Context: an optimization exercise on an open-source flow, tuned for a short achievable clock period and few clock cycles. The choices shown serve that exercise and are no tape-out recipe.
Where RTL was checked, it was by simulation tests only, not by an equivalence proof against the original.
The clock port is modelled as an ideal driver; clocking choices that lean on that would not hold on a real chip.
Power and IR drop assume default switching activity.

Setup of build 45:
// axiToAhbBridge
module axiToAhbBridge (
    input  wire                                 ACLK,
    input  wire                                 rst,
    input  wire                                 awValid,
    output logic                                awReady,
    input  wire [axiAhbPkg::IdWidth-1:0]        awId,
    input  wire [axiAhbPkg::AddrWidth-1:0]      awAddr,
    input  wire [axiAhbPkg::BeatIdxWidth-1:0]   awLen,
    input  wire axiAhbPkg::axiSize_e            awSize,
    input  wire                                 wValid,
    output logic                                wReady,
    input  wire [axiAhbPkg::DataWidth-1:0]      wData,
    input  wire                                 wLast,
    output logic                                bValid,
    input  wire                                 bReady,
    output logic [axiAhbPkg::IdWidth-1:0]       bId,
    output axiAhbPkg::axiResp_e                 bResp,
    input  wire                                 arValid,
    output logic                                arReady,
    input  wire [axiAhbPkg::IdWidth-1:0]        arId,
    input  wire [axiAhbPkg::AddrWidth-1:0]      arAddr,
    input  wire [axiAhbPkg::BeatIdxWidth-1:0]   arLen,
    input  wire axiAhbPkg::axiSize_e            arSize,
    output logic                                rValid,
    input  wire                                 rReady,
    output logic [axiAhbPkg::IdWidth-1:0]       rId,
    output logic [axiAhbPkg::DataWidth-1:0]     rData,
    output axiAhbPkg::axiResp_e                 rResp,
    output logic                                rLast,
    output logic [axiAhbPkg::AddrWidth-1:0]     hAddr,
    output logic                                hWrite,
    output logic [2:0]                          hSize,
    output axiAhbPkg::ahbTrans_e                hTrans,
    output logic [axiAhbPkg::DataWidth-1:0]     hWData,
    input  wire [axiAhbPkg::DataWidth-1:0]      hRData,
    input  wire                                 hReady,
    input  wire                                 hResp
);
clock: 5.5 ns
lec_check: 0
abc_clock_period_in_ps: 2000
cap_margin: 20
core_margin: 2
core_utilization: 55
setup_slack_margin: 3.3
slew_margin: 20
standard.sh (not shown) runs the stock make flow with config.mk's settings and CLKGATE_MAP_FILE= SYNTH_SCRIPT=/design/flow/synth_recipe.tcl, a recipe that flattens the netlist after the stock synthesis.
==> flow/flow/run.sh <==
#!/bin/bash
# The standard layout, with repair allowed to resize cells across footprints.
set -euo pipefail
cd "$(dirname "$0")/.."
bash standard.sh MATCH_CELL_FOOTPRINT=0 finish > flow_make.log 2>&1
Testbench counts of build 45, summed over its fixed seeds: cycles 21,232.
--- input diff build 45..build 39 ---
- swapping 55 for 40 in CORE_UTILIZATION
- putting CTS_CLUSTER_DIAMETER at 150 where nothing was set
- putting CTS_CLUSTER_SIZE at 30 where nothing was set
==> flow/run.sh (new file) <==
#!/bin/bash
# synth_recipe.tcl (not shown) runs the flow's synth.tcl, then flattens the netlist and writes it again
# the make line also repeats each setting of config.mk as NAME=value (left out here)
make -C /OpenROAD-flow-scripts/flow DESIGN_CONFIG=/design/flow/config.mk WORK_HOME=/design/flow/orfs CLKGATE_MAP_FILE= SYNTH_SCRIPT=/design/flow/synth_recipe.tcl finish
removed: flow/flow/run.sh
removed: flow/standard.sh
Findings:
Looking at clock-pin slew of the registers on the worst-case setup and hold paths across build 45 and build 39, the one that comes out lower is build 45.
In the reports for build 45 and build 39, the larger pin count of the biggest net entering global routing belongs to build 39.
Build 39 ends up with a final-stage net count that is 1.3% lower than in build 45.
Number of non-clock buffers in the layout for build 39 is higher than for build 45.
Build 39 vs build 45 — final cycle utilization of the critical path rose 0.53 points.
Build 39 vs build 45: total wire length up slightly
Build 39 vs build 45 — multi-input combinational area share rose 0.68 points.
> inputs changed (build 39 -> build 26)
- clearing CTS_CLUSTER_SIZE, which used to be 30
- clearing CTS_CLUSTER_DIAMETER, which used to be 150
--- outcome ---
- Build 26: PASS, flow complete, no timing, DRC or antenna violations
- Build 39 → build 26: clock group share of total power picked up an extra 13 points; met2 routing resource usage after global routing lost 0.55 points; upper clock frequency limit lost 0.74%; share of final layout cell area taken by non-clock buffers lost 1.6 points.
- Global-route usage: build 26 and build 39 compared, higher one is build 26
Inputs modified between build 26 and build 63:
- a change of CORE_UTILIZATION from 40 to 55
==> summary.txt <==
Against build 26, via count in build 63 came out worse. Comparing build 26 and build 63, the lower number of non-clock inverters in the layout was measured on build 26. Build 26 → build 63: worst setup slack climbed 57 ps, clock-buffer cell count shrank by 10, met2 track demand over resource in global routing went up by 9.5 points. In the metrics for build 26 and build 63, the one carrying the higher routed wire length is build 26. Taking build 26 as the reference, in build 63 number of buffers outside the clock class in the layout increased 24; clock power shows a reduction of about 6%.
Here is what was changed in the inputs of build 64 compared with build 63.
- a change of SETUP_SLACK_MARGIN from 3.3 to 3.45
==> summary.txt <==
- Re placeable core region: no difference whatsoever between build 64 and build 63.
- Build 63 → build 64: layout buffer count excluding clock buffers +15; maximum frequency -0.66%.
- Synthesized-area fraction occupied by and/or/nand/nor cells across build 64 and build 63: no real change.
- Delta(setup slack at placement, build 64 - build 63) < 0
- Per the comparison of build 64 with build 63, final cycle utilization of the critical path now sits higher; via count up 79; wire length +about 4.3%.

* * *

alpha:
axiToAhbBridge, a different RTL version from the one above (not shown whole).
For scale: ~580 flip-flops, ~0.021 mm2 of cells after synthesis.
clock: 5.5 ns
lec_check: 0
abc_clock_period_in_ps: 2000
cap_margin: 20
core_margin: 2
core_utilization: 55
setup_slack_margin: 3.3
slew_margin: 20
==> flow/flow/run.sh <==
#!/bin/bash
# The standard layout, except that after clock tree synthesis the clock port
# drives the tree's first-level buffers directly (see post_cts.tcl).
set -euo pipefail
cd "$(dirname "$0")/.."
export POST_CTS_TCL="$PWD/flow/post_cts.tcl"
bash standard.sh finish > flow_make.log 2>&1
==> flow/flow/post_cts.tcl <==
set block [ord::get_db_block]
set clkNet [$block findNet ACLK]
set rootInst ""
set nIn 0
foreach it [$clkNet getITerms] {
  if {[$it isInputSignal]} { set rootInst [$it getInst]; incr nIn }
}
if {$nIn != 1} {
  puts "post_cts: the clock port feeds $nIn cell pins; tree left as it is"
  return
}
set rootOutNet ""
foreach it [$rootInst getITerms] {
  if {[$it isOutputSignal]} { set rootOutNet [$it getNet] }
}
set loads {}
foreach it [$rootOutNet getITerms] {
  if {[$it isInputSignal]} { lappend loads $it }
}
if {[llength $loads] > 4 || [llength [$rootOutNet getBTerms]] > 0} {
  puts "post_cts: root [$rootInst getName] drives [llength $loads] pins; tree left as it is"
  return
}
puts "post_cts: removing root buffer [$rootInst getName]; the clock port now drives [llength $loads] buffers"
foreach it $loads {
  $it disconnect
  $it connect $clkNet
}
foreach it [$rootInst getITerms] {
  if {[$it getNet] ne "NULL"} { $it disconnect }
}
odb::dbInst_destroy $rootInst
odb::dbNet_destroy $rootOutNet
estimate_parasitics -placement
report_clock_skew
Relative to alpha, the following input files were edited for beta:
# alpha
export LEC_CHECK = 0
export ABC_CLOCK_PERIOD_IN_PS = 2000
export CAP_MARGIN = 20
export CORE_MARGIN = 2
export CORE_UTILIZATION = 55
export SETUP_SLACK_MARGIN = 3.3
export SLEW_MARGIN = 20
create_clock -name core_clock -period 5.5 [get_ports {ACLK}]
# beta
export LEC_CHECK = 0
export ABC_CLOCK_PERIOD_IN_PS = 2000
export CAP_MARGIN = 20
export CORE_MARGIN = 2
export CORE_UTILIZATION = 45
export SETUP_SLACK_MARGIN = 3.3
export SLEW_MARGIN = 20
create_clock -name core_clock -period 5.5 [get_ports {ACLK}]
==> flow/run.sh (new file) <==
#!/bin/bash
# synth_recipe.tcl (not shown) runs the flow's synth.tcl, then flattens the netlist and writes it again
# the make line also repeats each setting of config.mk as NAME=value (left out here)
make -C /OpenROAD-flow-scripts/flow DESIGN_CONFIG=/design/flow/config.mk WORK_HOME=/design/flow/orfs CLKGATE_MAP_FILE= SYNTH_SCRIPT=/design/flow/synth_recipe.tcl finish
removed: flow/flow/run.sh
removed: flow/flow/post_cts.tcl
removed: flow/standard.sh
Notes after the runs:
- The switching share of power was comparable across beta and alpha.
- Hold slack: alpha vs beta — no meaningful difference
- alpha → beta: sequential power now larger; sequential share of layout area now smaller; setup slack now larger.
- Routability-driven placement congestion ratio came out higher on beta than on alpha.
- Looking only at arrival time of the worst setup path, and setting everything else aside, the higher value of beta and alpha goes to alpha.
diff inputs: beta => gamma
# beta
export LEC_CHECK = 0
export ABC_CLOCK_PERIOD_IN_PS = 2000
export CAP_MARGIN = 20
export CORE_MARGIN = 2
export CORE_UTILIZATION = 45
export SETUP_SLACK_MARGIN = 3.3
export SLEW_MARGIN = 20
create_clock -name core_clock -period 5.5 [get_ports {ACLK}]
# gamma
export LEC_CHECK = 0
export ABC_CLOCK_PERIOD_IN_PS = 2000
export CAP_MARGIN = 20
export CORE_MARGIN = 2
export CORE_UTILIZATION = 55
export SETUP_SLACK_MARGIN = 3.3
export SLEW_MARGIN = 20
create_clock -name core_clock -period 5.5 [get_ports {ACLK}]
==> flow/flow/run.sh (new file) <==
#!/bin/bash
# The standard layout, except that after clock tree synthesis the clock port
# drives the tree's first-level buffers directly (see post_cts.tcl).
set -euo pipefail
cd "$(dirname "$0")/.."
export POST_CTS_TCL="$PWD/flow/post_cts.tcl"
bash standard.sh finish > flow_make.log 2>&1
==> flow/flow/post_cts.tcl (new file) <==
set block [ord::get_db_block]
set clkNet [$block findNet ACLK]
set rootInst ""
set nIn 0
foreach it [$clkNet getITerms] {
  if {[$it isInputSignal]} { set rootInst [$it getInst]; incr nIn }
}
if {$nIn != 1} {
  puts "post_cts: the clock port feeds $nIn cell pins; tree left as it is"
  return
}
set rootOutNet ""
foreach it [$rootInst getITerms] {
  if {[$it isOutputSignal]} { set rootOutNet [$it getNet] }
}
set loads {}
foreach it [$rootOutNet getITerms] {
  if {[$it isInputSignal]} { lappend loads $it }
}
if {[llength $loads] > 4 || [llength [$rootOutNet getBTerms]] > 0} {
  puts "post_cts: root [$rootInst getName] drives [llength $loads] pins; tree left as it is"
  return
}
puts "post_cts: removing root buffer [$rootInst getName]; the clock port now drives [llength $loads] buffers"
foreach it $loads {
  $it disconnect
  $it connect $clkNet
}
foreach it [$rootInst getITerms] {
  if {[$it getNet] ne "NULL"} { $it disconnect }
}
odb::dbInst_destroy $rootInst
odb::dbNet_destroy $rootOutNet

# Repair timing again for the shorter clock paths, as the cts step does after
# clock tree synthesis, and legalize the placement.
estimate_parasitics -placement
report_clock_skew
repair_timing_helper
detailed_placement
check_placement -verbose
estimate_parasitics -placement
report_clock_skew
report_worst_slack -max
==> flow/standard.sh (new file) <==
#!/bin/bash
# synth_recipe.tcl (not shown) runs the flow's synth.tcl, then flattens the netlist and writes it again
# the make line also repeats each setting of config.mk as NAME=value (left out here)
make -C /OpenROAD-flow-scripts/flow DESIGN_CONFIG=/design/flow/config.mk WORK_HOME=/design/flow/orfs CLKGATE_MAP_FILE= SYNTH_SCRIPT=/design/flow/synth_recipe.tcl "${@:-finish}"
removed: flow/run.sh
Findings:
- gamma was carried through to the last stage, and its layout satisfied the timing, design-rule and antenna checks.
- The final reports for gamma and beta show clock buffer count lower in the former.
- In gamma relative to beta, HPWL after detailed placement had gone down by a few percent.
- gamma: cell area 1.4% below beta
diff inputs: gamma => delta
# gamma
export LEC_CHECK = 0
export ABC_CLOCK_PERIOD_IN_PS = 2000
export CAP_MARGIN = 20
export CORE_MARGIN = 2
export CORE_UTILIZATION = 55
export SETUP_SLACK_MARGIN = 3.3
export SLEW_MARGIN = 20
create_clock -name core_clock -period 5.5 [get_ports {ACLK}]
# delta
export LEC_CHECK = 0
export ABC_CLOCK_PERIOD_IN_PS = 2000
export CAP_MARGIN = 20
export CORE_MARGIN = 2
export CORE_UTILIZATION = 65
export SETUP_SLACK_MARGIN = 3.3
export SLEW_MARGIN = 20
create_clock -name core_clock -period 5.5 [get_ports {ACLK}]
==> flow/run.sh (new file) <==
#!/bin/bash
# synth_recipe.tcl (not shown) runs the flow's synth.tcl, then flattens the netlist and writes it again
# the make line also repeats each setting of config.mk as NAME=value (left out here)
make -C /OpenROAD-flow-scripts/flow DESIGN_CONFIG=/design/flow/config.mk WORK_HOME=/design/flow/orfs CLKGATE_MAP_FILE= SYNTH_SCRIPT=/design/flow/synth_recipe.tcl finish
removed: flow/flow/run.sh
removed: flow/flow/post_cts.tcl
removed: flow/standard.sh
Results
- gamma has a lower cell depth of the worst flop-to-flop path than delta.
- A critical path endpoint of rValid is what delta shows, while hAddrI[3]$_DFFE_PP_ belongs to gamma.
- In the final reports, the cell area of delta is smaller than that of gamma.
- A kind of critical path of register to output pin is what delta shows, while input port to register belongs to gamma.
- On slack of the critical path: between delta and gamma, it ends up lower for delta.
- On post-detailed-route via-to-cell ratio: between delta and gamma, it ends up higher for delta.
diff inputs: delta => epsilon
# delta
export LEC_CHECK = 0
export ABC_CLOCK_PERIOD_IN_PS = 2000
export CAP_MARGIN = 20
export CORE_MARGIN = 2
export CORE_UTILIZATION = 65
export SETUP_SLACK_MARGIN = 3.3
export SLEW_MARGIN = 20
create_clock -name core_clock -period 5.5 [get_ports {ACLK}]
# epsilon
export LEC_CHECK = 0
export ABC_CLOCK_PERIOD_IN_PS = 2000
export CAP_MARGIN = 20
export CORE_MARGIN = 2
export CORE_UTILIZATION = 55
export SETUP_SLACK_MARGIN = 3.3
export SLEW_MARGIN = 20
create_clock -name core_clock -period 5.5 [get_ports {ACLK}]
==> flow/flow/run.sh (new file) <==
#!/bin/bash
# The standard layout, except that
#  - the port buffers are buf_4 cells (buffer_ports' default here is a delay
#    buffer, clkdlybuf4s50_1), and
#  - after clock tree synthesis the clock port drives the tree's first-level
#    buffers directly and timing is repaired again (see post_cts.tcl).
set -euo pipefail
cd "$(dirname "$0")/.."
export POST_CTS_TCL="$PWD/flow/post_cts.tcl"
export BUFFER_PORTS_ARGS="-buffer_cell sky130_fd_sc_hd__buf_4"
bash standard.sh finish > flow_make.log 2>&1
==> flow/flow/post_cts.tcl (new file) <==
set block [ord::get_db_block]
set clkNet [$block findNet ACLK]
set rootInst ""
set nIn 0
foreach it [$clkNet getITerms] {
  if {[$it isInputSignal]} { set rootInst [$it getInst]; incr nIn }
}
if {$nIn != 1} {
  puts "post_cts: the clock port feeds $nIn cell pins; tree left as it is"
  return
}
set rootOutNet ""
foreach it [$rootInst getITerms] {
  if {[$it isOutputSignal]} { set rootOutNet [$it getNet] }
}
set loads {}
foreach it [$rootOutNet getITerms] {
  if {[$it isInputSignal]} { lappend loads $it }
}
if {[llength $loads] > 4 || [llength [$rootOutNet getBTerms]] > 0} {
  puts "post_cts: root [$rootInst getName] drives [llength $loads] pins; tree left as it is"
  return
}
puts "post_cts: removing root buffer [$rootInst getName]; the clock port now drives [llength $loads] buffers"
foreach it $loads {
  $it disconnect
  $it connect $clkNet
}
foreach it [$rootInst getITerms] {
  if {[$it getNet] ne "NULL"} { $it disconnect }
}
odb::dbInst_destroy $rootInst
odb::dbNet_destroy $rootOutNet

# Repair timing again for the shorter clock paths, as the cts step does after
# clock tree synthesis, and legalize the placement.
estimate_parasitics -placement
report_clock_skew
repair_timing_helper
detailed_placement
check_placement -verbose
estimate_parasitics -placement
report_clock_skew
report_worst_slack -max
==> flow/standard.sh (new file) <==
#!/bin/bash
# synth_recipe.tcl (not shown) runs the flow's synth.tcl, then flattens the netlist and writes it again
# the make line also repeats each setting of config.mk as NAME=value (left out here)
make -C /OpenROAD-flow-scripts/flow DESIGN_CONFIG=/design/flow/config.mk WORK_HOME=/design/flow/orfs CLKGATE_MAP_FILE= SYNTH_SCRIPT=/design/flow/synth_recipe.tcl "${@:-finish}"
removed: flow/run.sh
Findings:
- epsilon: full flow OK, the timing, design-rule and antenna checks passed
- epsilon vs. delta: clock insertion delay at the later pin of the skew report went down by 0.18 ns.
- All-layer global routing usage: epsilon vs delta down 3.7 points
- epsilon vs delta, highest layer used for signal routing: met4 vs met5
- Diff delta -> epsilon: time the final worst path needs with I/O delays and setup fell by 0.011 ns; total power moved up.
- Route | epsilon vs delta | wire longer in epsilon
Function was not checked in any run of this note: the RTL went through the layout flow alone.

* * *

axiToAhbBridge, a different RTL version from the one above (not shown whole).
Size in the first run: roughly 1400 cells after synthesis, about 580 flip-flops.
==> flow/config.mk <==
export PLATFORM = sky130hd
export DESIGN_NAME = axiToAhbBridge
export DESIGN_NICKNAME = axiToAhbBridge
export VERILOG_FILES = /design/flow/design.v
export SDC_FILE = /design/flow/constraint.sdc
export NUM_CORES = 4
export LEC_CHECK = 0
export ABC_CLOCK_PERIOD_IN_PS = 2000
export CAP_MARGIN = 20
export CORE_MARGIN = 2
export CORE_UTILIZATION = 55
export SETUP_SLACK_MARGIN = 3.45
export SLEW_MARGIN = 20
==> flow/constraint.sdc <==
create_clock -name core_clock -period 5.5 [get_ports {ACLK}]
set_input_delay 1.1000 -clock core_clock [delete_from_list [all_inputs] [get_ports {ACLK}]]
set_output_delay 1.1000 -clock core_clock [all_outputs]
set_load 0.01 [all_outputs]
run.sh (not shown) runs the stock make flow with config.mk's settings and CLKGATE_MAP_FILE= SYNTH_SCRIPT=/design/flow/synth_recipe.tcl, a recipe that flattens the netlist after the stock synthesis.
Stock flow here: none of the scripts above is used.
Testbench counts at the start, summed over its fixed seeds: cycles 21,232.
Edit:
Settings changed: ABC_CLOCK_PERIOD_IN_PS 2000 to 1500, CORE_UTILIZATION 55 to 60, GPL_ROUTABILITY_DRIVEN set to 0, GPL_TIMING_DRIVEN set to 1, SETUP_SLACK_MARGIN 3.45 to 3.3.
=> The changed run completed without violations. Count of clock-buffer cells in the layout falls by 5. Sequential power barely changes. Sequential cell count is unchanged. Worst hold slack barely changes. First-iteration DRC count increases by 17%. Core utilization went up by 3.3 points. Non-clock buffer count shrinks by 28.

[what the ideal ports hide]
In the flow no input, the clock included, has a driving cell. The finished layouts below were timed again as built, in two steps. Step 1 assumes that a clkbuf_16 drives the clock port and a buf_2 every other input. Step 2 also shifts input and output timing later by t, the mid clock arrival at the registers, as if the neighbouring blocks saw the same clock. a / b / c = no drivers / after step 1 / after step 2; a / b = the first two.
| run | t (ns) | setup slack, ns | worst data-port slew with drivers (ns) |
|---|---|---|---|
| build 45 | 0.580 | 3.264 / 3.216 / 2.709 | 0.11 |
| build 39 | 0.595 | 3.235 / 3.185 / 2.747 | 0.08 |
| build 26 | 0.627 | 3.218 / 3.168 / 2.743 | 0.08 |
| build 63 | 0.583 | 3.275 / 3.221 / 2.731 | 0.09 |
| build 64 | 0.584 | 3.260 / 3.211 / 2.782 | 0.09 |
| alpha | 0.524 | 3.250 / 3.300 / 2.777 | 0.09 |
| beta | 0.658 | 3.313 / 3.257 / 2.688 | 0.09 |
| gamma | 0.521 | 3.343 / 3.405 / 2.895 | 0.11 |
| delta | 0.628 | 3.332 / 3.279 / 2.722 | 0.09 |
| epsilon | 0.518 | 3.343 / 3.383 / 2.866 | 0.10 |
| the first run of note 3 | 0.652 | 3.321 / 3.266 / 2.785 | 0.09 |
| the second run of note 3 | 0.647 | 3.332 / 3.279 / 2.690 | 0.08 |
After both steps every run listed still meets setup and hold. The setup slack of the second run of note 3, which loses most, moves by -0.053 ns with the drivers and by -0.642 ns with both steps.
